This is an optimization exercise on Yosys and OpenROAD, whose aim is small area, a short achievable clock period and few clock cycles per item, not a production implementation.
Only simulation tests tie the RTL to the original design; equivalence was not proved.
Power and IR drop assume default switching activity.

Setup of harbor:
## soc_axi_regfile
module soc_axi_regfile #(
  parameter int TAGW      = 16,
  parameter int MEM_BYTES = 64,
  parameter int NUM_LOG   = 2,
  parameter int ADDRW     = 13
) (
  input  logic                   aclk,
  input  logic                   rst,
  input  logic                   arvalid,
  output logic                   arready,
  input  logic [31:0]            araddr,
  input  logic [TAGW-1:0]        arid,
  input  logic [7:0]             arlen,
  input  logic [1:0]             arburst,
  input  logic [2:0]             arsize,
  output logic                   rvalid,
  input  logic                   rready,
  output logic [31:0]            rdata,
  output logic [1:0]             rresp,
  output logic [TAGW-1:0]        rid,
  output logic                   rlast,
  input  logic                   awvalid,
  output logic                   awready,
  input  logic [31:0]            awaddr,
  input  logic [TAGW-1:0]        awid,
  input  logic [7:0]             awlen,
  input  logic [1:0]             awburst,
  input  logic [2:0]             awsize,
  input  logic                   wvalid,
  output logic                   wready,
  input  logic [31:0]            wdata,
  input  logic [3:0]             wstrb,
  input  logic                   wlast,
  output logic                   bvalid,
  input  logic                   bready,
  output logic [1:0]             bresp,
  output logic [TAGW-1:0]        bid,
  input  logic [31:0]            gpio_in,
  output logic [31:0]            gpio_out,
  output logic [31:0]            pauser,
  output logic [255:0]           cptra_obf_key,
  input  logic [8*NUM_LOG-1:0]   log_char,
  input  logic [NUM_LOG-1:0]     log_empty,
  input  logic [NUM_LOG-1:0]     log_full,
  output logic [NUM_LOG-1:0]     log_rd
);
Size in the first run: roughly 1700 cells after synthesis, roughly 730 flip-flops, about 610 I/O pins, about 29000 µm² of cells after synthesis.
clock: 4.0 ns
lec_check: 0
abc_clock_period_in_ps: 2000
cap_margin: 20
core_margin: 2
core_utilization: 55
cts_cluster_diameter: 100
cts_cluster_size: 20
place_density: 0.7
setup_slack_margin: 1.9
slew_margin: 20
standard.sh (not shown) runs the stock make flow with config.mk's settings and CLKGATE_MAP_FILE= SYNTH_SCRIPT=/design/flow/synth_recipe.tcl, a recipe that flattens the netlist after the stock synthesis.
==> flow/flow/run.sh <==
#!/bin/bash
# Standard ORFS layout; only the port buffers use a small plain buffer cell.
set -euo pipefail
export BUFFER_PORTS_ARGS="-buffer_cell sky130_fd_sc_hd__buf_1"
bash standard.sh > flow.log 2>&1
Testbench counts of harbor, summed over its fixed seeds: cycles 11,516, items 2,560.
> inputs changed (harbor -> quartz)
# harbor
export LEC_CHECK = 0
export ABC_CLOCK_PERIOD_IN_PS = 2000
export CAP_MARGIN = 20
export CORE_MARGIN = 2
export CORE_UTILIZATION = 55
export CTS_CLUSTER_DIAMETER = 100
export CTS_CLUSTER_SIZE = 20
export PLACE_DENSITY = 0.7
export SETUP_SLACK_MARGIN = 1.9
export SLEW_MARGIN = 20
create_clock -name core_clock -period 4.0 [get_ports {aclk}]
# quartz
export LEC_CHECK = 0
export CAP_MARGIN = 20
export CORE_MARGIN = 2
export CORE_UTILIZATION = 55
export CTS_CLUSTER_DIAMETER = 100
export CTS_CLUSTER_SIZE = 20
export PLACE_DENSITY = 0.7
export SETUP_SLACK_MARGIN = 2.1
export SLEW_MARGIN = 20
create_clock -name core_clock -period 4.0 [get_ports {aclk}]
--- outcome ---
quartz ended with less fraction of power consumed by the clock network than harbor.
The flow did not stop early for quartz: all stages ran, and the layout cleared the timing, design-rule and antenna checks.
Run comparison: harbor end point of the critical path rh_sel_q[8]; quartz end point of the critical path rh_ls_q[1]
Combinational power, quartz vs harbor: up by more than a quarter
Diff harbor -> quartz | routed wire length | increase of about 9%
From harbor to quartz the numbers moved as follows: net switching power went up 6.3%, leakage power summed over all cells shows an increase of 3.2 nW, signal arrival time at the worst endpoint went up, combined global-route utilization of all metal layers +1.3 points.

========
== P ==
The RTL this note starts from:
==> flow/design.v <==
`default_nettype none
module soc_axi_regfile #(
  parameter int TAGW      = 16,
  parameter int MEM_BYTES = 64,
  parameter int NUM_LOG   = 2,
  parameter int ADDRW     = 13
) (
  input  logic                   aclk,
  input  logic                   rst,
  input  logic                   arvalid,
  output logic                   arready,
  input  logic [31:0]            araddr,
  input  logic [TAGW-1:0]        arid,
  input  logic [7:0]             arlen,
  input  logic [1:0]             arburst,
  input  logic [2:0]             arsize,
  output logic                   rvalid,
  input  logic                   rready,
  output logic [31:0]            rdata,
  output logic [1:0]             rresp,
  output logic [TAGW-1:0]        rid,
  output logic                   rlast,
  input  logic                   awvalid,
  output logic                   awready,
  input  logic [31:0]            awaddr,
  input  logic [TAGW-1:0]        awid,
  input  logic [7:0]             awlen,
  input  logic [1:0]             awburst,
  input  logic [2:0]             awsize,
  input  logic                   wvalid,
  output logic                   wready,
  input  logic [31:0]            wdata,
  input  logic [3:0]             wstrb,
  input  logic                   wlast,
  output logic                   bvalid,
  input  logic                   bready,
  output logic [1:0]             bresp,
  output logic [TAGW-1:0]        bid,
  input  logic [31:0]            gpio_in,
  output logic [31:0]            gpio_out,
  output logic [31:0]            pauser,
  output logic [255:0]           cptra_obf_key,
  input  logic [8*NUM_LOG-1:0]   log_char,
  input  logic [NUM_LOG-1:0]     log_empty,
  input  logic [NUM_LOG-1:0]     log_full,
  output logic [NUM_LOG-1:0]     log_rd
);
  localparam int          NW            = MEM_BYTES / 4;    
  localparam int          WAW           = ADDRW - 2;        
  localparam int          MWW           = $clog2(NW);
  localparam logic [1:0]  C_BURST_FIXED = 2'b00;
  localparam logic [1:0]  C_BURST_WRAP  = 2'b10;
  localparam logic [WAW-1:0] C_LOG_WBASE = WAW'(32'h1000 >> 2);
  logic w_unused;
  assign w_unused = ^{araddr[31:ADDRW], araddr[1:0], awaddr[31:ADDRW], awaddr[1:0], wlast};
  logic [NW-1:0][31:0] mem_q;
  logic            rh_v_q, rt_v_q;
  logic [WAW-1:0]  rh_addr_q, rt_addr_q;
  logic [7:0]      rh_rem_q, rt_len_q;
  logic            rh_fixed_q, rt_fixed_q;
  logic            rh_bad_q, rt_bad_q;
  logic [TAGW-1:0] rh_id_q, rt_id_q;
  logic            arready_q;
  logic            rvalid_q;
  logic [31:0]     rdata_q;
  logic            rerr_q;
  logic [TAGW-1:0] rid_q;
  logic            rlast_q;
  logic [NUM_LOG-1:0] rpop_q;
  logic [NUM_LOG-1:0] log_rd_q;
  logic            ar_hs;
  logic            ar_bad;
  logic            r_free;
  logic            r_gen;
  logic            r_hlast;
  logic            r_adv;
  logic [31:0]     r_data;
  logic            r_err;
  logic [NUM_LOG-1:0] r_pop;
  logic            r_block;
  assign ar_hs  = arvalid & arready_q;
  assign ar_bad = (arsize != 3'd2) || (arburst == C_BURST_WRAP);
  assign r_free = ~rvalid_q | rready;
  always_comb begin
    r_data  = 32'h0;
    r_err   = 1'b1;
    r_pop   = '0;
    r_block = 1'b0;
    if (!rh_bad_q) begin
      if (rh_addr_q[WAW-1:MWW] == '0) begin
        r_err = 1'b0;
        if (rh_addr_q[MWW-1:0] == MWW'(2)) r_data = gpio_in;
        else                                r_data = mem_q[rh_addr_q[MWW-1:0]];
      end else begin
        for (int n = 0; n < NUM_LOG; n++) begin
          if (rh_addr_q[WAW-1:1] == (C_LOG_WBASE[WAW-1:1] | (WAW-1)'(n))) begin
            r_err = 1'b0;
            if (rh_addr_q[0]) begin
              r_data = {30'h0, log_full[n], log_empty[n]};
            end else begin
              r_data   = {23'h0, ~log_empty[n], log_char[8*n +: 8]};
              r_pop[n] = ~log_empty[n];
              r_block  = (rvalid_q & rpop_q[n]) | log_rd_q[n];
            end
          end
        end
      end
    end
  end
  assign r_gen   = rh_v_q & r_free & ~r_block;
  assign r_hlast = (rh_rem_q == 8'h0);
  assign r_adv   = ~rh_v_q | (r_gen & r_hlast);    
  always_ff @(posedge aclk) begin
    if (rst) begin
      rh_v_q    <= 1'b0;
      rt_v_q    <= 1'b0;
      arready_q <= 1'b1;
      rvalid_q  <= 1'b0;
      rpop_q    <= '0;
      log_rd_q  <= '0;
    end else begin
      if (r_adv) begin
        rh_v_q <= rt_v_q | ar_hs;
        rt_v_q <= rt_v_q & ar_hs;
        arready_q <= ~(rt_v_q & ar_hs);
      end else begin
        rt_v_q <= rt_v_q | ar_hs;
        arready_q <= ~(rt_v_q | ar_hs);
      end
      if (r_free) rvalid_q <= r_gen;
      if (r_gen) rpop_q <= r_pop;
      else if (r_free) rpop_q <= '0;
      log_rd_q <= (rvalid_q & rready) ? rpop_q : '0;
    end
  end
  always_ff @(posedge aclk) begin
    if (r_adv) begin
      if (rt_v_q) begin
        rh_addr_q  <= rt_addr_q;
        rh_rem_q   <= rt_len_q;
        rh_fixed_q <= rt_fixed_q;
        rh_bad_q   <= rt_bad_q;
        rh_id_q    <= rt_id_q;
      end else begin
        rh_addr_q  <= araddr[ADDRW-1:2];
        rh_rem_q   <= arlen;
        rh_fixed_q <= (arburst == C_BURST_FIXED);
        rh_bad_q   <= ar_bad;
        rh_id_q    <= arid;
      end
    end else if (r_gen) begin
      rh_rem_q <= rh_rem_q - 8'h1;
      if (!rh_fixed_q) rh_addr_q <= rh_addr_q + WAW'(1);
    end
    if (ar_hs) begin
      rt_addr_q  <= araddr[ADDRW-1:2];
      rt_len_q   <= arlen;
      rt_fixed_q <= (arburst == C_BURST_FIXED);
      rt_bad_q   <= ar_bad;
      rt_id_q    <= arid;
    end
    if (r_gen) begin
      rdata_q <= r_data;
      rerr_q  <= r_err;
      rid_q   <= rh_id_q;
      rlast_q <= r_hlast;
    end
  end
  logic            wh_v_q, wt_v_q;
  logic [WAW-1:0]  wh_addr_q, wt_addr_q;
  logic [7:0]      wh_rem_q, wt_len_q;
  logic            wh_fixed_q, wt_fixed_q;
  logic            wh_bad_q, wt_bad_q;
  logic            wh_err_q;
  logic [TAGW-1:0] wh_id_q, wt_id_q;
  logic            awready_q;
  logic            wready_q;
  logic            bvalid_q;
  logic            berr_q;
  logic [TAGW-1:0] bid_q;
  logic            aw_hs;
  logic            aw_bad;
  logic            w_hs;
  logic            w_hlast;
  logic            w_adv;
  logic            w_inrange;
  logic            w_wr;
  logic            wh_v_d, wt_v_d, bvalid_d;
  logic [7:0]      wh_rem_d;
  assign aw_hs     = awvalid & awready_q;
  assign aw_bad    = (awsize != 3'd2) || (awburst == C_BURST_WRAP);
  assign w_hs      = wvalid & wready_q;
  assign w_hlast   = (wh_rem_q == 8'h0);
  assign w_adv     = ~wh_v_q | (w_hs & w_hlast);
  assign w_inrange = (wh_addr_q[WAW-1:MWW] == '0);
  assign w_wr      = w_hs & ~wh_bad_q & w_inrange;
  always_comb begin
    if (w_adv) begin
      wh_v_d   = wt_v_q | aw_hs;
      wt_v_d   = wt_v_q & aw_hs;
      wh_rem_d = wt_v_q ? wt_len_q : awlen;
    end else begin
      wh_v_d   = wh_v_q;
      wt_v_d   = wt_v_q | aw_hs;
      wh_rem_d = w_hs ? wh_rem_q - 8'h1 : wh_rem_q;
    end
    bvalid_d = (bvalid_q & ~bready) | (w_hs & w_hlast);
  end
  always_ff @(posedge aclk) begin
    if (rst) begin
      wh_v_q    <= 1'b0;
      wt_v_q    <= 1'b0;
      awready_q <= 1'b1;
      wready_q  <= 1'b0;
      bvalid_q  <= 1'b0;
    end else begin
      wh_v_q    <= wh_v_d;
      wt_v_q    <= wt_v_d;
      awready_q <= ~wt_v_d;
      wready_q  <= wh_v_d & ((wh_rem_d != 8'h0) | ~bvalid_d);
      bvalid_q  <= bvalid_d;
    end
  end
  always_ff @(posedge aclk) begin
    wh_rem_q <= wh_rem_d;
    if (w_adv) begin
      wh_err_q <= 1'b0;
      if (wt_v_q) begin
        wh_addr_q  <= wt_addr_q;
        wh_fixed_q <= wt_fixed_q;
        wh_bad_q   <= wt_bad_q;
        wh_id_q    <= wt_id_q;
      end else begin
        wh_addr_q  <= awaddr[ADDRW-1:2];
        wh_fixed_q <= (awburst == C_BURST_FIXED);
        wh_bad_q   <= aw_bad;
        wh_id_q    <= awid;
      end
    end else if (w_hs) begin
      wh_err_q <= wh_err_q | wh_bad_q | ~w_inrange;
      if (!wh_fixed_q) wh_addr_q <= wh_addr_q + WAW'(1);
    end
    if (aw_hs) begin
      wt_addr_q  <= awaddr[ADDRW-1:2];
      wt_len_q   <= awlen;
      wt_fixed_q <= (awburst == C_BURST_FIXED);
      wt_bad_q   <= aw_bad;
      wt_id_q    <= awid;
    end
    if (w_hs & w_hlast) begin
      berr_q <= wh_err_q | wh_bad_q | ~w_inrange;
      bid_q  <= wh_id_q;
    end
  end
  logic [31:0] w_lane;
  assign w_lane = rst ? 32'h0 : wdata;
  for (genvar gw = 0; gw < NW; gw++) begin : g_word
    if (gw == 2) begin : g_hole
      assign mem_q[gw] = 32'h0;
    end else begin : g_store
      for (genvar gb = 0; gb < 4; gb++) begin : g_byte
        logic en;
        assign en = rst | (w_wr & wstrb[gb] & (wh_addr_q[MWW-1:0] == MWW'(gw)));
        always_ff @(posedge aclk) begin
          if (en) mem_q[gw][8*gb +: 8] <= w_lane[8*gb +: 8];
        end
      end
    end
  end
  assign arready  = arready_q;
  assign rvalid   = rvalid_q;
  assign rdata    = rdata_q;
  assign rresp    = {rerr_q, 1'b0};
  assign rid      = rid_q;
  assign rlast    = rlast_q;
  assign log_rd   = log_rd_q;
  assign awready  = awready_q;
  assign wready   = wready_q;
  assign bvalid   = bvalid_q;
  assign bresp    = {berr_q, 1'b0};
  assign bid      = bid_q;
  assign gpio_out = mem_q[0];
  assign pauser   = mem_q[3];
  for (genvar gi = 0; gi < 8; gi++) begin : g_key
    assign cptra_obf_key[32*gi +: 32] = mem_q[8+gi];
  end
endmodule
`default_nettype wire
export LEC_CHECK = 0
export CAP_MARGIN = 20
export CORE_MARGIN = 2
export CORE_UTILIZATION = 40
export PLACE_DENSITY = 0.6
export SETUP_SLACK_MARGIN = 2.0
export SLEW_MARGIN = 20
create_clock -name core_clock -period 4.0 [get_ports {aclk}]
run.sh (not shown) runs the stock make flow with config.mk's settings and CLKGATE_MAP_FILE= SYNTH_SCRIPT=/design/flow/synth_recipe.tcl, a recipe that flattens the netlist after the stock synthesis.
Stock flow here: none of the scripts above is used.
P: no failed stages, no open violations at the end
Testbench counts of P, summed over its fixed seeds: cycles 11,516, items 2,560.
Here is what was changed in the inputs of T compared with P.
==> flow/flow/run.sh (new file) <==
#!/bin/bash
# Standard ORFS layout; only the port buffers use a small plain buffer cell.
set -euo pipefail
export BUFFER_PORTS_ARGS="-buffer_cell sky130_fd_sc_hd__buf_1"
bash standard.sh > flow.log 2>&1
==> flow/standard.sh (new file) <==
#!/bin/bash
# synth_recipe.tcl (not shown) runs the flow's synth.tcl, then flattens the netlist and writes it again
# the make line also repeats each setting of config.mk as NAME=value (left out here)
make -C /OpenROAD-flow-scripts/flow DESIGN_CONFIG=/design/flow/config.mk WORK_HOME=/design/flow/orfs CLKGATE_MAP_FILE= SYNTH_SCRIPT=/design/flow/synth_recipe.tcl "${@:-finish}"
removed: flow/run.sh
### Flow results
Cmp T vs P: global-route usage lower in T. Clock latency on the worst-skew pair: T higher than P. A cell with the largest stage delay on the worst path of mux4_2 is what T shows, while edfxtp_1 belongs to P. T vs P: final critical path time including I/O delays and setup up in T. Per the comparison of T with P, cell area has decreased; final core utilization has decreased; final routed wirelength across all metal layers has decreased. Summary: with P as the reference, power density over the cells in T moved up by a few percent.

========
soc_axi_regfile, a different RTL version from the one above (not shown whole).
Size in the first run: roughly 690 flip-flops, roughly 610 I/O pins, roughly 0.027 mm^2 of cells after synthesis.
==> flow/config.mk <==
export PLATFORM = sky130hd
export DESIGN_NAME = soc_axi_regfile
export DESIGN_NICKNAME = soc_axi_regfile
export VERILOG_FILES = /design/flow/design.v
export SDC_FILE = /design/flow/constraint.sdc
export NUM_CORES = 4
export LEC_CHECK = 0
export CAP_MARGIN = 20
export CORE_MARGIN = 2
export CORE_UTILIZATION = 55
export CTS_CLUSTER_DIAMETER = 60
export CTS_CLUSTER_SIZE = 30
export PLACE_DENSITY = 0.7
export SETUP_SLACK_MARGIN = 1.8
export SLEW_MARGIN = 20
==> flow/constraint.sdc <==
create_clock -name core_clock -period 4.0 [get_ports {aclk}]
set_input_delay 0.8000 -clock core_clock [delete_from_list [all_inputs] [get_ports {aclk}]]
set_output_delay 0.8000 -clock core_clock [all_outputs]
set_load 0.01 [all_outputs]
standard.sh (not shown) runs the stock make flow with config.mk's settings and CLKGATE_MAP_FILE= SYNTH_SCRIPT=/design/flow/synth_recipe.tcl, a recipe that flattens the netlist after the stock synthesis.
==> flow/flow/run.sh <==
#!/bin/bash
# Standard ORFS layout; only the port buffers use a small plain buffer cell.
set -euo pipefail
export BUFFER_PORTS_ARGS="-buffer_cell sky130_fd_sc_hd__buf_1"
bash standard.sh > flow.log 2>&1
Testbench counts at the start, summed over its fixed seeds: cycles 11,649, items 2,560.
Rerun with:
==> flow/flow/run.sh (replaced) <==
#!/bin/bash
# Standard ORFS layout; the port buffers use a small plain buffer cell and
# clock tree synthesis clusters more sinks per buffer without dummy loads.
set -euo pipefail
export BUFFER_PORTS_ARGS="-buffer_cell sky130_fd_sc_hd__buf_1"
export CTS_ARGS="-sink_clustering_enable -repair_clock_nets -sink_clustering_size 30 -sink_clustering_max_diameter 60 -dont_use_dummy_load"
bash standard.sh > flow.log 2>&1
CTS_CLUSTER_DIAMETER = unset   (was 60)
CTS_CLUSTER_SIZE = unset   (was 30)
SETUP_SLACK_MARGIN = 1.9   (was 1.8)
Result: The changed run went through all stages and came out clean; utilization came out lower by 0.93 points; worst setup slack gains 0.0047 ns; cell area came out lower slightly; sequential power barely changes; routed wire length came out lower slightly; maximum frequency stays flat; cell count came out lower slightly; total power came out lower by a few percent; non-clock buffer count came out higher by 23; sequential share of layout area came out higher by 0.92 points.

[port drivers added, routing unchanged]
The flow's constraints put no driver on any port. The routed layouts listed below were extracted and timed again, unchanged, in two steps. Step 1 assumes that a clkbuf_16 drives the clock port and a buf_2 every other input. Step 2 times the ports against the registers' clock, not the clock port: input delays grow and output delays shrink by t, the midpoint of the rising clock arrivals with the driver on. a / b / c = ideal ports / drivers / drivers and shift; a / b = the first two.
run	t (ns)	setup slack, ns	worst setup path at the end	slew at the worst register clock pin (ns)	worst slew at a driven data input, ns
harbor	0.653	1.830 / 1.861 / 1.208	input to register	0.09 / 0.09	0.10
quartz	0.665	1.807 / 1.829 / 1.174	input to register	0.09 / 0.09	0.11
P	0.671	1.577 / 1.577 / 1.260	input to register	0.06 / 0.06	0.12
T	0.689	1.506 / 1.506 / 1.101	input to register	0.07 / 0.07	0.11
the first run of note 3	0.659	1.798 / 1.752 / 1.241	input to register	0.11 / 0.11	0.19
the second run of note 3	0.641	1.803 / 1.733 / 1.322	input to register	0.11 / 0.11	0.23
After both steps setup and hold are still met in every run listed. The setup slack of quartz, which loses most, moves by +0.022 ns with the drivers and by -0.633 ns with both steps.
